This design comes from an exercise in tuning for small area, a short achievable clock period and few clock cycles on the open sky130 flow, not from production work.
In this exercise RTL edits were held to simulation tests only and were not proved equivalent to the original.
Power is estimated from default activity; no workload was simulated.

**flow/design.v**
```verilog
package core_pkg;
    localparam int XLEN       = 32;
    localparam int REG_ADDR_W = 5;
    localparam logic [4:0] OPC_LUI    = 5'b01101;
    localparam logic [4:0] OPC_AUIPC  = 5'b00101;
    localparam logic [4:0] OPC_JAL    = 5'b11011;
    localparam logic [4:0] OPC_JALR   = 5'b11001;
    localparam logic [4:0] OPC_BRANCH = 5'b11000;
    localparam logic [4:0] OPC_LOAD   = 5'b00000;
    localparam logic [4:0] OPC_STORE  = 5'b01000;
    localparam logic [4:0] OPC_IMM    = 5'b00100;
    localparam logic [4:0] OPC_REG    = 5'b01100;
endpackage
module alu (
    input  logic [2:0]  f3,      
    input  logic        sub,     
    input  logic        alt,     
    input  logic [31:0] a,
    input  logic [31:0] b,
    output logic [31:0] sum,
    output logic [31:0] result
);
    logic [32:0] sum33;
    logic        lt, ltu;
    logic [31:0] a_rev, sh_in, sh_out, sh_rev;
    assign sum33 = {1'b0, a} + {1'b0, b ^ {32{sub}}} + {32'd0, sub};
    assign sum   = sum33[31:0];
    assign ltu   = !sum33[32];
    assign lt    = (a[31] != b[31]) ? a[31] : sum33[31];
    always_comb begin
        for (int i = 0; i < 32; i++) a_rev[i] = a[31-i];
    end
    assign sh_in  = (f3 == 3'b001) ? a_rev : a;
    assign sh_out = 32'($signed({alt & a[31], sh_in}) >>> b[4:0]);
    always_comb begin
        for (int i = 0; i < 32; i++) sh_rev[i] = sh_out[31-i];
    end
    always_comb begin
        case (f3)
            3'b000:  result = sum;
            3'b001:  result = sh_rev;
            3'b010:  result = {31'd0, lt};
            3'b011:  result = {31'd0, ltu};
            3'b100:  result = a ^ b;
            3'b101:  result = sh_out;
            3'b110:  result = a | b;
            default: result = a & b;
        endcase
    end
endmodule
module reg_file (
    input  logic        clk,
    input  logic [4:0]  rs1,
    input  logic [4:0]  rs2,
    input  logic [4:0]  rd,
    input  logic        we,
    input  logic [31:0] wdata,
    output logic [31:0] rs1_data,
    output logic [31:0] rs2_data
);
    logic [31:0] regs [1:31];
    always_ff @(posedge clk) begin
        if (we && rd != 5'd0) begin
            regs[rd] <= wdata;
        end
    end
    assign rs1_data = (rs1 == 5'd0) ? 32'd0 : regs[rs1];
    assign rs2_data = (rs2 == 5'd0) ? 32'd0 : regs[rs2];
endmodule
import core_pkg::*;
module riscv_core #(
    parameter int                          ADDR_WIDTH = 20,
    parameter logic [core_pkg::XLEN-1:0]   RESET_PC   = '0
) (
    input  logic                      clk,
    input  logic                      rst,
    output logic [ADDR_WIDTH-1:0]     paddr,
    output logic                      psel,
    output logic                      penable,
    output logic                      pwrite,
    output logic [core_pkg::XLEN-1:0] pwdata,
    output logic [3:0]                pstrb,
    input  logic [core_pkg::XLEN-1:0] prdata,
    input  logic                      pready
);
    localparam logic [1:0] E_EMPTY = 2'd0;
    localparam logic [1:0] E_EXEC  = 2'd1;
    localparam logic [1:0] E_MEM   = 2'd2;
    localparam logic [1:0] E_LDWB  = 2'd3;
    logic [19:2] addr_q;        
    logic        addr1_q;       
    logic        bus_fetch;     
    logic        fetch_ok;      
    logic [31:0] ir;            
    logic        ir_v;
    logic [19:1] pc;            
    logic [1:0]  e_st;
    logic [31:0] op_a, op_b;    
    logic [4:0]  e_rd;
    logic [2:0]  e_f3;          
    logic        e_sub, e_alt;
    logic        e_wb;          
    logic        e_link;        
    logic        e_jalr;
    logic        e_mem;         
    logic        e_store;
    logic [1:0]  e_off;         
    logic bus_free, fetch_done, data_done;
    assign bus_free   = !psel || (penable && pready);
    assign fetch_done = penable && pready && bus_fetch;
    assign data_done  = penable && pready && !bus_fetch;
    logic [19:1] inc_in, inc_out;
    assign inc_in  = (penable && bus_fetch) ? {addr_q, addr1_q} : pc;
    assign inc_out = inc_in + 19'd2;
    logic [4:0]  opc;
    logic [2:0]  f3;
    logic [4:0]  rs1, rs2, rd;
    logic [31:0] i_imm, s_imm, u_imm;
    logic [19:1] b_off, j_off, tgt;
    logic        is_lui, is_auipc, is_jal, is_jalr, is_br, is_load, is_store;
    logic        is_imm, is_reg, is_beq, is_bne, ld_ok;
    assign opc = ir[6:2];
    assign f3  = ir[14:12];
    assign rd  = ir[11:7];
    assign rs1 = ir[19:15];
    assign rs2 = ir[24:20];
    assign is_lui   = (opc == OPC_LUI);
    assign is_auipc = (opc == OPC_AUIPC);
    assign is_jal   = (opc == OPC_JAL);
    assign is_jalr  = (opc == OPC_JALR);
    assign is_br    = (opc == OPC_BRANCH);
    assign is_load  = (opc == OPC_LOAD);
    assign is_store = (opc == OPC_STORE);
    assign is_imm   = (opc == OPC_IMM);
    assign is_reg   = (opc == OPC_REG);
    assign is_beq   = is_br && (f3 == 3'b000);
    assign is_bne   = is_br && (f3 == 3'b001);
    assign ld_ok    = !f3[2];
    assign i_imm = {{20{ir[31]}}, ir[31:20]};
    assign s_imm = {{20{ir[31]}}, ir[31:25], ir[11:7]};
    assign u_imm = {ir[31:12], 12'd0};
    assign b_off = {{8{ir[31]}}, ir[7], ir[30:25], ir[11:8]};
    assign j_off = {ir[19:12], ir[20], ir[30:21]};
    assign tgt   = pc + (is_jal ? j_off : b_off);
    logic [31:0] rs1_data, rs2_data, wdata, alu_sum, alu_res, ld_data;
    logic        we;
    reg_file u_reg_file (
        .clk(clk), .rs1(rs1), .rs2(rs2), .rd(e_rd),
        .we(we), .wdata(wdata),
        .rs1_data(rs1_data), .rs2_data(rs2_data)
    );
    logic hazard, d_go, d_ctrl, taken;
    assign hazard = (e_st == E_LDWB) && (rs1 == e_rd || rs2 == e_rd);
    assign d_ctrl = is_jal || is_beq || is_bne;
    assign d_go   = ir_v && (e_st == E_EMPTY || (e_st == E_LDWB && !hazard)) &&
                    !(d_ctrl && psel);
    assign taken  = is_jal || (is_beq && rs1_data == rs2_data) ||
                    (is_bne && rs1_data != rs2_data);
    alu u_alu (
        .f3(e_f3), .sub(e_sub), .alt(e_alt), .a(op_a), .b(op_b),
        .sum(alu_sum), .result(alu_res)
    );
    logic [31:0] ld_shift;
    assign ld_shift = op_b >> {e_off, 3'b000};
    always_comb begin
        case (e_f3[1:0])
            2'b00:   ld_data = {{24{ld_shift[7]}}, ld_shift[7:0]};
            2'b01:   ld_data = {{16{ld_shift[15]}}, ld_shift[15:0]};
            default: ld_data = op_b;
        endcase
    end
    assign we    = (e_st == E_EXEC && e_wb) || (e_st == E_LDWB);
    assign wdata = (e_st == E_LDWB) ? ld_data :
                   e_link ? {12'd0, inc_out, 1'b0} : alu_res;
    logic start_data, start_jalr, start_br, start_seq;
    assign start_data = (e_st == E_EXEC) && e_mem && bus_free;
    assign start_jalr = (e_st == E_EXEC) && e_jalr && bus_free;
    assign start_br   = d_go && d_ctrl;
    logic in_ctrl, fetch_go;
    assign in_ctrl   = prdata[6:4] == 3'b110 && (prdata[2] || prdata[14:13] == 2'b00);
    assign fetch_go  = fetch_done ? !in_ctrl : fetch_ok;
    assign start_seq  = bus_free && fetch_go && !(e_st == E_EXEC && e_mem) &&
                        !(fetch_done && d_go && ((is_load && ld_ok) || is_store)) &&
                        !start_br && !start_jalr;
    logic [3:0] st_mask;
    always_comb begin
        case (e_f3[1:0])
            2'b00:   st_mask = 4'b0001 << alu_sum[1:0];
            2'b01:   st_mask = alu_sum[1] ? 4'b1100 : 4'b0011;
            default: st_mask = 4'b1111;
        endcase
    end
    assign paddr = {addr_q, 2'b00};
    always_ff @(posedge clk) begin
        if (!rst) begin
            psel      <= 1'b0;
            penable   <= 1'b0;
            bus_fetch <= 1'b1;
            fetch_ok  <= 1'b1;
        end else begin
            if (psel && !penable) begin
                penable <= 1'b1;
            end else if (bus_free) begin
                psel    <= start_data || start_jalr || start_br || start_seq;
                penable <= 1'b0;
            end
            if (bus_free) begin
                bus_fetch <= !start_data;
            end
            if (fetch_done) begin
                fetch_ok <= !in_ctrl;
            end
        end
    end
    always_ff @(posedge clk) begin
        if (start_data) begin
            addr_q  <= alu_sum[19:2];
            pwrite  <= e_store;
            pstrb   <= e_store ? st_mask : 4'b0000;
        end else if (start_jalr) begin
            {addr_q, addr1_q} <= alu_sum[19:1];
            pwrite  <= 1'b0;
            pstrb   <= 4'b0000;
        end else if (start_br) begin
            {addr_q, addr1_q} <= taken ? tgt : inc_out;
            pwrite  <= 1'b0;
            pstrb   <= 4'b0000;
        end else if (start_seq) begin
            {addr_q, addr1_q} <= inc_out;
            pwrite  <= 1'b0;
            pstrb   <= 4'b0000;
        end
    end
    always_ff @(posedge clk) begin
        if (!rst) begin
            ir_v <= 1'b0;
            e_st <= E_EMPTY;
            pc   <= 19'h7FFFE;      
        end else begin
            if (fetch_done) begin
                ir_v <= 1'b1;
                pc   <= {addr_q, addr1_q};
            end else if (d_go) begin
                ir_v <= 1'b0;
            end
            case (e_st)
                E_EXEC: begin
                    if (e_mem) begin
                        if (bus_free) e_st <= E_MEM;
                    end else if (e_jalr) begin
                        if (bus_free) e_st <= E_EMPTY;
                    end else begin
                        e_st <= E_EMPTY;
                    end
                end
                E_MEM: begin
                    if (data_done) e_st <= e_store ? E_EMPTY : E_LDWB;
                end
                default: e_st <= E_EMPTY;
            endcase
            if (d_go && ((is_load && ld_ok) || is_store || is_jal || is_jalr ||
                         is_lui || is_auipc || is_imm || is_reg)) begin
                e_st <= E_EXEC;
            end
        end
    end
    always_ff @(posedge clk) begin
        if (fetch_done) begin
            ir <= prdata;
        end
        if (d_go) begin
            op_a    <= is_lui ? 32'd0 : is_auipc ? {12'd0, pc, 1'b0} : rs1_data;
            op_b    <= is_reg ? rs2_data : is_store ? s_imm :
                       (is_lui || is_auipc) ? u_imm : i_imm;
            e_rd    <= rd;
            e_f3    <= (is_imm || is_reg) ? f3 : (is_load || is_store) ? {1'b0, f3[1:0]} : 3'b000;
            e_sub   <= (is_reg && f3 == 3'b000 && ir[30]) ||
                       ((is_imm || is_reg) && f3[2:1] == 2'b01);
            e_alt   <= ir[30];
            e_wb    <= is_lui || is_auipc || is_imm || is_reg || is_jal || is_jalr;
            e_link  <= is_jal || is_jalr;
            e_jalr  <= is_jalr;
            e_mem   <= is_load || is_store;
            e_store <= is_store;
            pwdata  <= (f3[1:0] == 2'b00) ? {4{rs2_data[7:0]}} :
                       (f3[1:0] == 2'b01) ? {2{rs2_data[15:0]}} : rs2_data;
        end else if (data_done && !e_store) begin
            op_b <= prdata;
        end
        if (start_data) begin
            e_off <= alu_sum[1:0];
        end
    end
endmodule
```
**flow/run.sh**
```bash
#!/bin/bash
# synth_recipe.tcl (not shown) runs the flow's synth.tcl, then flattens the netlist and writes it again
# the make line also repeats each setting of config.mk as NAME=value (left out here)
make -C /OpenROAD-flow-scripts/flow DESIGN_CONFIG=/design/flow/config.mk WORK_HOME=/design/flow/orfs CLKGATE_MAP_FILE= SYNTH_SCRIPT=/design/flow/synth_recipe.tcl finish
```
**flow/constraint.sdc**
```tcl
create_clock -name core_clock -period 10.0 [get_ports {clk}]
set_input_delay 2.0000 -clock core_clock [delete_from_list [all_inputs] [get_ports {clk}]]
set_output_delay 2.0000 -clock core_clock [all_outputs]
set_load 0.01 [all_outputs]
```
**flow/config.mk**
```make
export PLATFORM = sky130hd
export DESIGN_NAME = riscv_core
export DESIGN_NICKNAME = riscv_core
export VERILOG_FILES = /design/flow/design.v
export SDC_FILE = /design/flow/constraint.sdc
export NUM_CORES = 4
export LEC_CHECK = 0
export CAP_MARGIN = 20
export CORE_MARGIN = 2
export CORE_UTILIZATION = 40
export SLEW_MARGIN = 20
```
==> summary.txt <==
==> critical path: stages (launching register included) <==
cell      delay [ns]
dfxtp_4         0.62
buf_12          0.52
mux4_4          0.72
mux4_2          0.54
a211oi_1        1.00
xnor2_1         0.23
nand4_1         0.20
or3_1           0.39
o31ai_1         0.74
a31oi_4         0.42
nor2_1          0.48
a32oi_1         0.13
o22a_1          0.18
==> per-layer routing <==
layer | up-vias | part of all wire [%] | track usage, %
met5 | - | 0.028 | 0
met4 | 10 | 5.6 | 13.67
met3 | 583 | 11 | 5.917
met2 | 2765 | 45 | 41.86
met1 | 22270 | 38 | 37.05
li1 | 17590 | - | -
==> kinds of logic after synthesis <==
logic type	share of synthesized area [%]
adders and majority gates	2.360
DFF	55.28
AOI/OAI and AO/OA	8.890
and+or+nand+nor	5.232
other	0.005835
xor gates and xnor gates	1.867
muxes	22.77
buffers and inverters	3.596
==> synth_stat cells, types with 14 or more instances <==
| master | instances |
|---|---|
| nand3b_1 | 25 |
| buf_4 | 27 |
| o21ai_0 | 201 |
| a22oi_1 | 35 |
| a211oi_1 | 107 |
| a21oi_1 | 204 |
| mux4_2 | 468 |
| a221oi_1 | 55 |
| o22ai_1 | 51 |
| nand3_1 | 71 |
| buf_1 | 25 |
| mux2_2 | 66 |
| and3_1 | 15 |
| mux2i_1 | 251 |
| o221ai_1 | 17 |
| inv_1 | 108 |
| nor2_1 | 231 |
| mux4_1 | 25 |
| buf_12 | 14 |
| nor2b_1 | 26 |
| nor3_1 | 38 |
| dfxtp_1 | 36 |
| xnor2_1 | 62 |
| xor2_1 | 75 |
| nand2_1 | 261 |
| a21o_1 | 36 |
| edfxtp_1 | 1159 |
| buf_2 | 47 |
| a31oi_1 | 24 |
| ha_1 | 118 |
| o211ai_1 | 23 |
| and2_1 | 24 |
| clkbuf_1 | 164 |
| o21a_1 | 14 |
| buf_6 | 33 |
==> layout make-up <==
type	instances	area [um2]	area share, %
sequential	1195	35550	49.28
inverter	111	416.7	0.5774
antenna	4	10.01	0.01387
tap	2086	2610	3.617
multi-input combinational	2703	26960	37.36
clock inverter	77	937.1	1.299
clock buffer	162	3521	4.880
timing repair buffer	240	2146	2.974
==> stage by stage <==
stage	std cells	cell area [um2]	utilization (%)
finish	6578	72150	45.09
global route	6574	72140	45.09
CTS	6574	72120	45.07
detailed placement	6335	67660	42.28
global placement	6334	67630	42.26
floorplan	4326	64270	-
==> final timing paths <==
| kind | from | end | slack [ns] |
|---|---|---|---|
| worst max-delay path | flip-flop | addr_q[7]$_DFFE_PP_ | 3.42 |
| worst max register to register | flip-flop | addr_q[7]$_DFFE_PP_ | 3.42 |
| worst min register to register | ir_v$_SDFFE_PN0P_ | ir_v$_SDFFE_PN0P_ | 0.49 |
| worst min-delay path | ir_v$_SDFFE_PN0P_ | ir_v$_SDFFE_PN0P_ | 0.49 |
==> placed cells by master, fill, tap and decap left out, types with 91 or more instances in the layout <==
master	count
o21ai_0	194
nand2_1	261
inv_1	107
a21oi_1	204
edfxtp_1	1159
a211oi_1	105
mux4_2	468
clkdlybuf4s50_1	91
ha_1	118
buf_4	139
clkbuf_16	136
mux2i_1	251
nor2_1	192
==> state kept, by name, summed over array words and instances (netlist names), 3 cells and up, named ones only <==
register,cells
e_f3,3
op_b,32
pc,19
addr_q,18
op_a,32
pstrb,4
ir,30
u_reg_file.regs,992
pwdata,32
e_rd,5
==> power breakdown <==
group	switching (mW)	internal, mW	leakage (nW)	total, mW
combinational	1.06	0.611	11.1	1.67
clock	2.12	2.94	2.15	5.06
sequential	0.111	5.64	10.8	5.75
total	3.29	9.19	24.1	12.5
==> metrics.cfg <==
[run_status]
status = timing/DRC/antenna clean

[route]
drt_wl_total_um = 226400
drt_iter0_markers = 6597
dr.pass1.iters = 8
drc = 0
antenna_left = 0
wl_per_cell_um = 34.42
vias = 43220
viasPerCell = 6.570

[floorplanning]
io_pins = 94
core.rowCount = 147
core_region_area_um2 = 160000
die-area_um2 = 163900
floorplan.initialDensity_pct = 40.16
fp.dieW_um = 404.8
die_y_um = 404.8

[sta]
clock.fmax_ghz = 0.1520
worst_slack_ns = 3.421
post-route-min-period_ns = 6.579
slew_headroom_pct = 18.49
hold_ws_ns = 0.4879
finalClockSkew_ns = 0.05623
hold_violations = 0
worst_pin_slew_ns = 1.215
setup_viol = 0
tns_ns = 0
rsz0062_at_grt = false
maxSlewViolCount = 0
fin_crit_sh_pct = 65.79

[pwr]
p_total_mw = 12.48
p_leak_nw = 24.08
ir_drop_v = 0.0001897
p_per_area_nw_per_um2 = 173.0

[clocking]
clk_path_buf_depth = 3
hold_buffers = 0
cts_resized = 0
cts.sinks = 1195
htree_levels = 4
post-cts-setup-buffers = 0
cts_tree = built
cts_buffers = 132
clk_latency_ns = 0.80
clkTransAtPathRegs_ns = 0.06
ctsRootBufferMaster = clkbuf_16

[worst_hold_path]
worstHoldPathCells = 2
worstHoldPathType = reg2reg

[yosys]
ys.flop_type = edfxtp_1
synth_area_per_cell_um2 = 14.86
synth_top_area_share_pct = 54.16
synth_seq_area_share_pct = 55.28
synth_warnings = 3
ys_types = 87
netlist_area_um2 = 64260
syn-instance-count = 4325
synth_seq_cells = 1195
async_reset_ff_share_pct = 0
synth_edf_count = 1159
synth_area_leader_cell = edfxtp_1
synthTopCellsByArea = edfxtp_1 54%, mux4_2 16%, mux2i_1 3.9%

[placement]
dpl_worst_slack_ns = 3.606
portBuffers = 91
dp_hpwl_um = 142200
gp_congestion = 0.9773

[grt]
grt_pass1_vias = 41760
track_usage_pct = 27.39
grt_pass1_wl_um = 317000
grt-ovfl-total = 0
grt_max_degree = 105
antenna_found_initial = 15

[flow_run]
cap_viol_max_count = 0

[worst_setup_path]
crit_path_start_kind = flip-flop
worstPathRequired_ns = 10.53
cp_max_fo = 78
end_kind = flip-flop
crit_type = reg2reg
worstPathArrival_ns = 7.11
rr_worst_depth = 12

[finish]
area_growth_pct = 12.28
drive_above_1_share_pct = 22.01
nets = 4538
fillers = 13870

Testbench counts, summed over its fixed seeds: cycles 104,342.

separate check: timing with driven ports:
How much do the figures lean on ideal ports? The routed layout below was timed once more, with nothing changed but the port constraints.
Step 1 assumes that a clkbuf_16 drives the clock port and a buf_2 every other input.
Step 2 also shifts input and output timing later by t, the mid clock arrival at the registers, as if the neighbouring blocks saw the same clock.
a / b / c = no drivers / after step 1 / after step 2; a / b = the first two.
t, ns: 0.852
slack for setup (ns): 3.421 / 3.421 / 3.421
hold WS [ns]: 0.488 / 0.488 / 0.488
slew at the worst register clock pin (ns): 0.07 / 0.07
cell pins on the clock port's net: 1
After both steps setup and hold are still met in this run. For this run, drivers alone change the setup slack by 0.000 ns; drivers and shift together by 0.000 ns.
